From an optimization exercise on the open Yosys and OpenROAD flow, aimed at small area; shortcuts taken in it are not production practice.
Function was checked by simulation only, so behaviour that the tests miss may differ from the original. The clock port is modelled as an ideal driver; clocking choices that lean on that would not hold on a real chip.

==> flow/design.v, too long to show whole: its modules and the start of the top module <==
// module operand_mult_array: 2035 lines
// module product_adder_tree: 97 lines
// module result_buffer_ctrl: 50 lines
// module result_ram: 17 lines
// module mac_buff_top: 43 lines
module mac_buff_top (
    input  logic           CLK,
    input  logic           RST_N,
    input  logic           en_mac,
    input  logic [127:0]   operands,
    input  logic           en_block_read,
    output logic           rdy_mac,
    output logic           rdy_block_read,
    output logic           mem_val_valid,
    output logic [33:0]    mem_val_data
);
  // ...
==> flow/flow/run.sh <==
#!/bin/bash
# The standard layout (standard.sh) with these changes:
# - synthesis is synth_recipe.tcl with Yosys's generic abc pass skipped
#   inside synth (-noabc), so that extract_fa sees the adder tree as written;
#   the final liberty abc, flattening and renaming are unchanged
# - input and output ports get the smallest buffer (buf_1) instead of the
#   delay cell buffer_ports picks by default; every port is still buffered
# - a leaner clock tree: clkbuf_16 only, larger sink clusters and no dummy
#   balancing loads
set -euo pipefail
HERE=$(cd "$(dirname "$0")" && pwd)
CTS="-sink_clustering_enable -repair_clock_nets -dont_use_dummy_load"
CTS="$CTS -buf_list sky130_fd_sc_hd__clkbuf_16"
CTS="$CTS -sink_clustering_size 32 -sink_clustering_max_diameter 120"
bash standard.sh "SYNTH_SCRIPT=$HERE/synth_noabc.tcl" "CTS_ARGS=$CTS" \
    "BUFFER_PORTS_ARGS=-buffer_cell sky130_fd_sc_hd__buf_1" finish > standard_make.log 2>&1
==> flow/flow/synth_noabc.tcl <==
proc synth {args} { yosys synth -nofsm -noshare -noabc {*}$args }
source $::env(SCRIPTS_DIR)/synth.tcl
# left out here: clear keep_hierarchy, flatten, clean up, hide names made inside functions, write 1_2_yosys.v
==> flow/standard.sh <==
#!/bin/bash
# synth_recipe.tcl (not shown) runs the flow's synth.tcl, then flattens the netlist and writes it again
# the make line also repeats each setting of config.mk as NAME=value (left out here)
make -C /OpenROAD-flow-scripts/flow DESIGN_CONFIG=/design/flow/config.mk WORK_HOME=/design/flow/orfs CLKGATE_MAP_FILE= SYNTH_SCRIPT=/design/flow/synth_recipe.tcl "${@:-finish}"
==> flow/config.mk <==
export PLATFORM = sky130hd
export DESIGN_NAME = mac_buff_top
export DESIGN_NICKNAME = mac_buff_top
export VERILOG_FILES = /design/flow/design.v
export SDC_FILE = /design/flow/constraint.sdc
export NUM_CORES = 4
export LEC_CHECK = 0
export CAP_MARGIN = 20
export CORE_MARGIN = 2
export CORE_UTILIZATION = 60
export SLEW_MARGIN = 20
==> flow/constraint.sdc <==
create_clock -name core_clock -period 6.0 [get_ports {CLK}]
set_input_delay 1.2000 -clock core_clock [delete_from_list [all_inputs] [get_ports {CLK}]]
set_output_delay 1.2000 -clock core_clock [all_outputs]
set_load 0.01 [all_outputs]
==> results.py, run 1 <==
metrics = {
    "status": {
        "status": "timing/DRC/antenna clean",
    },
    "global_route": {
        "globalRouteMet2Util": 0.337,
        "grt_pass1_vias": 41200,
        "grt_busiest_layer": "met1",
        "grtUsageTotal": 0.234,
        "grt_pass1_wl_microns": 275000,
    },
    "finish": {
        "syn2layout_area_growth_pct": 6.22,
        "seq_cell_count": 2390,
        "regMostFlops": "u_ram.mem",
        "fin_area_sq_mm": 0.101,
        "antennaDiodeCount": 4,
    },
    "synthesis": {
        "netlist_area_sq_mm": 0.0955,
        "synth-compound-area-share": 0.0414,
        "synth-edff-count": 2176,
        "synth_cells": 4995,
        "yosysTopAreaCellShare": 0.684,
    },
    "clocking": {
        "ctsRootBufferMaster": "clkbuf_16",
        "cts.repair.resized": 0,
        "holdBufCountCts": 0,
    },
    "place": {
        "dp.cells": 7162,
        "place_area_sq_mm": 0.0993,
    },
    "sta": {
        "fin_ws_ns": 0.353,
    },
    "floorplan": {
        "die_w_microns": 403,
    },
    "critical_path": {
        "cp_top_family": "adder cells",
    },
}
==> module result_buffer_ctrl, before the edit <==
module result_buffer_ctrl (
    input  logic           CLK,
    input  logic           RST_N,
    input  logic           en_mac,
    input  logic           en_block_read,
    output logic           rdy_mac,
    output logic           rdy_block_read,
    output logic           mem_val_valid,
    output logic           shift
);
    localparam logic [1:0] IDLE    = 2'b00;
    localparam logic [1:0] WRITING = 2'b01;
    localparam logic [1:0] FULL    = 2'b10;
    localparam logic [1:0] READING = 2'b11;
    logic [1:0]    state;
    logic [6:0]    cnt;
    logic [6:0]    vld;
    logic          rd_valid_q;
    logic          accept;
    logic          reading;
    logic          last_wr;
    assign rdy_mac        = ~state[1] & ~cnt[6];
    assign rdy_block_read = (state == FULL);
    assign accept         = en_mac & rdy_mac;
    assign reading        = (state == READING);
    assign last_wr        = vld[6] & cnt[6] & ~|vld[5:0];
    assign shift = vld[1] | mem_val_valid;
    always_ff @(posedge CLK or negedge RST_N) begin
        if (!RST_N) begin
            state         <= IDLE;
            cnt           <= '0;
            vld           <= '0;
            rd_valid_q    <= 1'b0;
            mem_val_valid <= 1'b0;
        end else begin
            vld           <= {vld[5:0], accept};
            rd_valid_q    <= reading;
            mem_val_valid <= rd_valid_q;
            case (state)
                IDLE:    if (accept) state <= WRITING;
                WRITING: if (last_wr) state <= FULL;
                FULL:    if (en_block_read) state <= READING;
                default: if (&cnt[5:0]) state <= IDLE;
            endcase
            if (accept || reading) begin
                cnt <= cnt + 1'b1;
            end
        end
    end
endmodule
==> module result_ram, before the edit <==
module result_ram #(
    parameter int BUF_DEPTH = 64,
    parameter int DW        = 34
) (
    input  logic           CLK,
    input  logic           shift,
    input  logic [DW-1:0]  wr_data,
    output logic [DW-1:0]  rd_data
);
    logic [DW*BUF_DEPTH-1:0] mem;
    always_ff @(posedge CLK) begin
        if (shift) begin
            mem <= {mem[DW*(BUF_DEPTH-1)-1:0], wr_data};
        end
    end
    assign rd_data = mem[DW*(BUF_DEPTH-1) +: DW];
endmodule
==> module mac_buff_top, before the edit <==
module mac_buff_top (
    input  logic           CLK,
    input  logic           RST_N,
    input  logic           en_mac,
    input  logic [127:0]   operands,
    input  logic           en_block_read,
    output logic           rdy_mac,
    output logic           rdy_block_read,
    output logic           mem_val_valid,
    output logic [33:0]    mem_val_data
);
    logic [33:0] sum_a;
    logic [33:0] sum_b;
    logic [33:0] result_sum;
    logic        shift;
    operand_mult_array u_mult (
        .CLK      (CLK),
        .operands (operands),
        .sum_a    (sum_a),
        .sum_b    (sum_b)
    );
    product_adder_tree u_adder (
        .sum_a      (sum_a),
        .sum_b      (sum_b),
        .result_sum (result_sum)
    );
    result_buffer_ctrl u_ctrl (
        .CLK            (CLK),
        .RST_N          (RST_N),
        .en_mac         (en_mac),
        .en_block_read  (en_block_read),
        .rdy_mac        (rdy_mac),
        .rdy_block_read (rdy_block_read),
        .mem_val_valid  (mem_val_valid),
        .shift          (shift)
    );
    result_ram u_ram (
        .CLK     (CLK),
        .shift   (shift),
        .wr_data (result_sum),
        .rd_data (mem_val_data)
    );
endmodule
==> inputs of run 2 (changes only) <==
--- a/flow/design.v
+++ b/flow/design.v
@@ -1,11 +1,12 @@
 `default_nettype none
 module operand_mult_array (
     input  logic           CLK,
+    input  logic           load,
     input  logic [127:0]   operands,
     output logic [33:0]    sum_a,
     output logic [33:0]    sum_b
 );
     logic [127:0] op_q;
     always_ff @(posedge CLK) begin
         op_q <= operands;
     end
@@ -2025,18 +2026,20 @@
     wire c2014 = (c1874 & c1946) | (s1947 & (c1874 ^ c1946));
     wire s2015 = s1881 ^ c1948 ^ s1949;
     wire c2016 = (s1881 & c1948) | (s1949 & (s1881 ^ c1948));
     wire s2017 = c1882 ^ s1951 ^ c1950;
     wire c2018 = (c1882 & s1951) | (c1950 & (c1882 ^ s1951));
     wire s2019 = c1884 ^ c1886 ^ c1952;
     wire c2020 = (c1884 & c1886) | (c1952 & (c1884 ^ c1886));
     always_ff @(posedge CLK) begin
-        sum_a <= {c2018, c2016, c2014, c2012, c2010, c2008, c2006, c2004, c2002, c2000, c1998, c1996, c1994, c1992, c1990, c1988, c1986, c1984, c1982, c1980, c1978, c1976, c1974, c1972, c1970, c1968, c1966, c1964, c1962, c1960, c1958, c1956, c1954, s1953};
-        sum_b <= {s2019, s2017, s2015, s2013, s2011, s2009, s2007, s2005, s2003, s2001, s1999, s1997, s1995, s1993, s1991, s1989, s1987, s1985, s1983, s1981, s1979, s1977, s1975, s1973, s1971, s1969, s1967, s1965, s1963, s1961, s1959, s1957, s1955, s1759};
+        if (load) begin
+            sum_a <= {c2018, c2016, c2014, c2012, c2010, c2008, c2006, c2004, c2002, c2000, c1998, c1996, c1994, c1992, c1990, c1988, c1986, c1984, c1982, c1980, c1978, c1976, c1974, c1972, c1970, c1968, c1966, c1964, c1962, c1960, c1958, c1956, c1954, s1953};
+            sum_b <= {s2019, s2017, s2015, s2013, s2011, s2009, s2007, s2005, s2003, s2001, s1999, s1997, s1995, s1993, s1991, s1989, s1987, s1985, s1983, s1981, s1979, s1977, s1975, s1973, s1971, s1969, s1967, s1965, s1963, s1961, s1959, s1957, s1955, s1759};
+        end
     end
 endmodule
 `default_nettype wire
 `default_nettype none
 module product_adder_tree (
     input  logic [33:0]    sum_a,
     input  logic [33:0]    sum_b,
     output logic [33:0]    result_sum
@@ -2138,16 +2141,17 @@
 module result_buffer_ctrl (
     input  logic           CLK,
     input  logic           RST_N,
     input  logic           en_mac,
     input  logic           en_block_read,
     output logic           rdy_mac,
     output logic           rdy_block_read,
     output logic           mem_val_valid,
+    output logic           load,
     output logic           shift
 );
     localparam logic [1:0] IDLE    = 2'b00;
     localparam logic [1:0] WRITING = 2'b01;
     localparam logic [1:0] FULL    = 2'b10;
     localparam logic [1:0] READING = 2'b11;
     logic [1:0]    state;
     logic [6:0]    cnt;
@@ -2156,17 +2160,18 @@
     logic          accept;
     logic          reading;
     logic          last_wr;
     assign rdy_mac        = ~state[1] & ~cnt[6];
     assign rdy_block_read = (state == FULL);
     assign accept         = en_mac & rdy_mac;
     assign reading        = (state == READING);
     assign last_wr        = vld[6] & cnt[6] & ~|vld[5:0];
-    assign shift = vld[1] | mem_val_valid;
+    assign load  = vld[0];
+    assign shift = vld[0] | mem_val_valid;
     always_ff @(posedge CLK or negedge RST_N) begin
         if (!RST_N) begin
             state         <= IDLE;
             cnt           <= '0;
             vld           <= '0;
             rd_valid_q    <= 1'b0;
             mem_val_valid <= 1'b0;
         end else begin
@@ -2191,23 +2196,23 @@
     parameter int BUF_DEPTH = 64,
     parameter int DW        = 34
 ) (
     input  logic           CLK,
     input  logic           shift,
     input  logic [DW-1:0]  wr_data,
     output logic [DW-1:0]  rd_data
 );
-    logic [DW*BUF_DEPTH-1:0] mem;
+    logic [DW*(BUF_DEPTH-1)-1:0] mem;
     always_ff @(posedge CLK) begin
         if (shift) begin
-            mem <= {mem[DW*(BUF_DEPTH-1)-1:0], wr_data};
+            mem <= {mem[DW*(BUF_DEPTH-2)-1:0], wr_data};
         end
     end
-    assign rd_data = mem[DW*(BUF_DEPTH-1) +: DW];
+    assign rd_data = mem[DW*(BUF_DEPTH-2) +: DW];
 endmodule
 `default_nettype wire
 `default_nettype none
 module mac_buff_top (
     input  logic           CLK,
     input  logic           RST_N,
     input  logic           en_mac,
     input  logic [127:0]   operands,
@@ -2215,19 +2220,21 @@
     output logic           rdy_mac,
     output logic           rdy_block_read,
     output logic           mem_val_valid,
     output logic [33:0]    mem_val_data
 );
     logic [33:0] sum_a;
     logic [33:0] sum_b;
     logic [33:0] result_sum;
+    logic        load;
     logic        shift;
     operand_mult_array u_mult (
         .CLK      (CLK),
+        .load     (load),
         .operands (operands),
         .sum_a    (sum_a),
         .sum_b    (sum_b)
     );
     product_adder_tree u_adder (
         .sum_a      (sum_a),
         .sum_b      (sum_b),
         .result_sum (result_sum)
@@ -2235,16 +2242,17 @@
     result_buffer_ctrl u_ctrl (
         .CLK            (CLK),
         .RST_N          (RST_N),
         .en_mac         (en_mac),
         .en_block_read  (en_block_read),
         .rdy_mac        (rdy_mac),
         .rdy_block_read (rdy_block_read),
         .mem_val_valid  (mem_val_valid),
+        .load           (load),
         .shift          (shift)
     );
     result_ram u_ram (
         .CLK     (CLK),
         .shift   (shift),
         .wr_data (result_sum),
         .rd_data (mem_val_data)
     );
--- a/flow/flow/run.sh
+++ b/flow/flow/run.sh
@@ -6,11 +6,11 @@
 # - input and output ports get the smallest buffer (buf_1) instead of the
 #   delay cell buffer_ports picks by default; every port is still buffered
 # - a leaner clock tree: clkbuf_16 only, larger sink clusters and no dummy
 #   balancing loads
 set -euo pipefail
 HERE=$(cd "$(dirname "$0")" && pwd)
 CTS="-sink_clustering_enable -repair_clock_nets -dont_use_dummy_load"
 CTS="$CTS -buf_list sky130_fd_sc_hd__clkbuf_16"
-CTS="$CTS -sink_clustering_size 32 -sink_clustering_max_diameter 120"
+CTS="$CTS -sink_clustering_size 26 -sink_clustering_max_diameter 120"
 bash standard.sh "SYNTH_SCRIPT=$HERE/synth_noabc.tcl" "CTS_ARGS=$CTS" \
     "BUFFER_PORTS_ARGS=-buffer_cell sky130_fd_sc_hd__buf_1" finish > standard_make.log 2>&1
==> run 2 against run 1 <==
Against the previous run:
- non-clock buffer count grew 50
- global-route usage is 0.80 points higher
- cell area up 0.66%
- worst hold slack improved by 0.0082 ns
- critical path depth fell by 1
- utilization up 0.50 points
- highest routed layer is now met4
==> results.py, run 2 <==
metrics = {
    "status": {
        "status": "timing/DRC/antenna clean",
    },
    "sta": {
        "grt_setup_unrepaired": "false",
        "fin_setup_tns_ns": 0,
        "tightest_slew_ns": 1.07,
        "finalClockSkew_ns": 0.149,
        "setup_violations": 0,
        "fin_crit_sh": 0.974,
        "whs_ns": 0.356,
        "finalMaxSlewViolations": 0,
        "fmax_mhz": 171,
        "relSlewSlack": 0.285,
        "fin_crit_ns": 5.84,
        "hold_viol": 0,
    },
    "clocking": {
        "clk_pin_slew_worst_paths_ns": 0.09,
        "clockBufferDepth": 3,
        "cts.repair.resized": 0,
        "ctsRootBufferMaster": "clkbuf_16",
        "clock_sink_count": 2356,
        "cts_tree": "yes",
        "h-tree-depth": 3,
        "postCtsSetupRepairBufs": 0,
        "clock_latency_ns": 0.79,
        "cts_made_buffers": 104,
        "holdBufCountCts": 0,
    },
    "critical_path": {
        "rrSetupSlack_ns": 0.16,
        "start_kind": "flip-flop",
        "r2r_end": "u_mult.sum_a[18]$_DFFE_PP_",
        "rr_startpoint": "u_mult.op_q[9]$_DFF_P_",
        "crit_path_end_kind": "flip-flop",
        "reg2reg_depth": 11,
        "cp.arrival_ns": 6.23,
        "path_max_fanout": 9,
        "crit_type": "flip-flop to flip-flop",
        "cp.required_ns": 6.39,
    },
    "global_route": {
        "grt_pass1_vias": 41800,
        "grt_max_degree": 140,
        "grt_overflow": 0,
        "grtUsageTotal": 0.242,
        "grt_pass1_wl_microns": 282000,
        "grt_antenna_before_repair": 9,
    },
    "finish": {
        "top_regs": "u_ram.mem x2142, u_mult.op_q x128",
        "final_common_cell": "edfxtp_1",
        "fin_nets": 6039,
        "syn2layout_area_growth_pct": 7.27,
        "fillers": 10600,
        "seqCellArea_sq_mm": 0.0694,
        "final_util": 0.646,
        "fin_area_sq_mm": 0.102,
        "largest_register_ffs": 2142,
        "multi_input_area_sq_mm": 0.0242,
        "drive_gt1_frac": 0.0829,
        "regMostFlops": "u_ram.mem",
        "final_cell_mix": "2210 x edfxtp_1, 620 x fa_1, 459 x xnor2_1, 420 x a22oi_1, 264 x buf_4",
    },
    "floorplan": {
        "dieArea_sq_mm": 0.162,
        "rows": 146,
        "core_area_sq_mm": 0.158,
        "initial_core_util": 0.602,
        "die_w_microns": 402,
        "ios": 169,
        "fp.dieH_microns": 402,
    },
    "hold_path": {
        "hold_depth": 0,
        "hold_class": "flip-flop to flip-flop",
        "hp-start": "u_ram.mem[1478]$_DFFE_PP_",
        "hold_end": "u_ram.mem[1512]$_DFFE_PP_",
    },
    "synthesis": {
        "synth_nets": 5786,
        "ys.flop_type": "edfxtp_1",
        "synth_cell_types": 50,
        "yosysSeqAreaShare": 0.729,
        "synthMostInstantiatedCell": "edfxtp_1",
        "synth_cells": 4933,
        "synth-edff-count": 2210,
        "syn_area_per_cell_sq_um": 19.3,
        "async_flop_share": 0.00764,
        "synth_area_leader_cell": "edfxtp_1",
        "ys_seq_elements": 2356,
        "ys_warn_count": 3,
        "netlist_area_sq_mm": 0.0952,
        "synth_common_cells": "2210 x edfxtp_1, 620 x fa_1, 459 x xnor2_1",
        "synthTopCellsByArea": "edfxtp_1 70%, fa_1 13%, xnor2_1 4.2%",
        "yosysTopAreaCellShare": 0.697,
    },
    "place": {
        "post-dp-hpwl_microns": 139000,
        "portBuffers": 168,
        "place_area_sq_mm": 0.0995,
        "gp_congestion": 0.944,
    },
    "run": {
        "max_cap_violations": 0,
    },
    "route": {
        "ant_nets": 0,
        "vias_per_cell": 5.78,
        "vias": 42000,
        "first_iter_violations": 4401,
        "drcViolationCount": 0,
        "totalWireLength_microns": 194000,
        "top_layer_used": "met4",
        "m1WireLength_microns": 88100,
        "wl_met3_microns": 12400,
        "wl_per_cell_microns": 26.7,
        "met2_wirelength_microns": 86800,
        "dr.pass1.iters": 5,
    },
}
[run 2: worst max-delay path by stage]
stage / start / end / slack [ns] / cells after the start
after floorplan: u_ctrl.vld[0]$_DFF_PN0_ / u_ram.mem[0]$_DFFE_PP_ / -10.97 / 1
after global placement: u_mult.op_q[47]$_DFF_P_ / u_mult.sum_b[15]$_DFFE_PP_ / 0.26 / 10
after CTS: u_mult.op_q[9]$_DFF_P_ / u_mult.sum_a[18]$_DFFE_PP_ / 0.20 / 11
final: u_mult.op_q[9]$_DFF_P_ / u_mult.sum_a[18]$_DFFE_PP_ / 0.16 / 11
after global routing: u_mult.op_q[9]$_DFF_P_ / u_mult.sum_a[18]$_DFFE_PP_ / 0.08 / 11
after detailed placement: u_mult.op_q[47]$_DFF_P_ / u_mult.sum_b[15]$_DFFE_PP_ / 0.26 / 10
[run 2: through the flow]
stage,std cells,setup WS (ns)
after global placement,7151,0.256
after global routing,7256,0.0796
after floorplan,4933,-10.97
after detailed placement,7151,0.262
after CTS,7255,0.203
final,7260,0.156
[run 2: kinds of logic after synthesis]
group,Yosys count,synth area share
flops,2356,0.729
compound gates,556,0.0423
mux,18,0.00192
fa+ha+maj,721,0.144
xor+xnor,505,0.0465
simple gates,384,0.0197
buf+inv,393,0.0172
[run 2: layer usage]
| layer | track usage | vias to the layer above |
|---|---|---|
| met4 | 0.0772 | 0 |
| met1 | 0.372 | 22000 |
| met2 | 0.360 | 1298 |
| met5 | 0 | - |
| li1 | - | 18400 |
| met3 | 0.0409 | 271 |
[run 2: final cells by class]
cell class | count | share of cell area
flip-flops and latches | 2356 | 0.679
multi-input cells | 2184 | 0.237
repair buffers | 452 | 0.0295
clock buffers | 104 | 0.0255
well taps | 2072 | 0.0254
inverters | 88 | 0.00323
diodes | 4 | 0.0000980
[run 2: critical path, stage by stage, from the launching register on]
cell and delay, ns:
dfxtp_1 0.42, ha_1 0.64, a22oi_1 0.19, xnor2_1 0.18, fa_1 0.51, fa_1 0.56
fa_1 0.51, fa_1 0.52, fa_1 0.57, fa_1 0.46, fa_1 0.50, fa_1 0.43

re-timing with driven ports:
The results above use ideal ports. As a check the final layouts listed here were re-extracted and re-timed, cells and wires unchanged.
Step 1 sets driving cells, clkbuf_16 on the clock port and buf_2 on the other inputs (assumed; they add their load-dependent delay and slew).
Step 2 also shifts input and output timing later by t, the mid clock arrival at the registers, as if the neighbouring blocks saw the same clock.
Slacks: ideal ports / drivers / drivers and shift; pairs: ideal ports / drivers.
run | t, ns | setup WS [ns] | worst setup path at the end | pins driven straight from the clock port
run 1 | 0.800 | 0.353 / 0.353 / 0.353 | register to register | 1
run 2 | 0.807 | 0.156 / 0.156 / 0.156 | register to register | 1
After both steps every run listed still meets setup and hold.
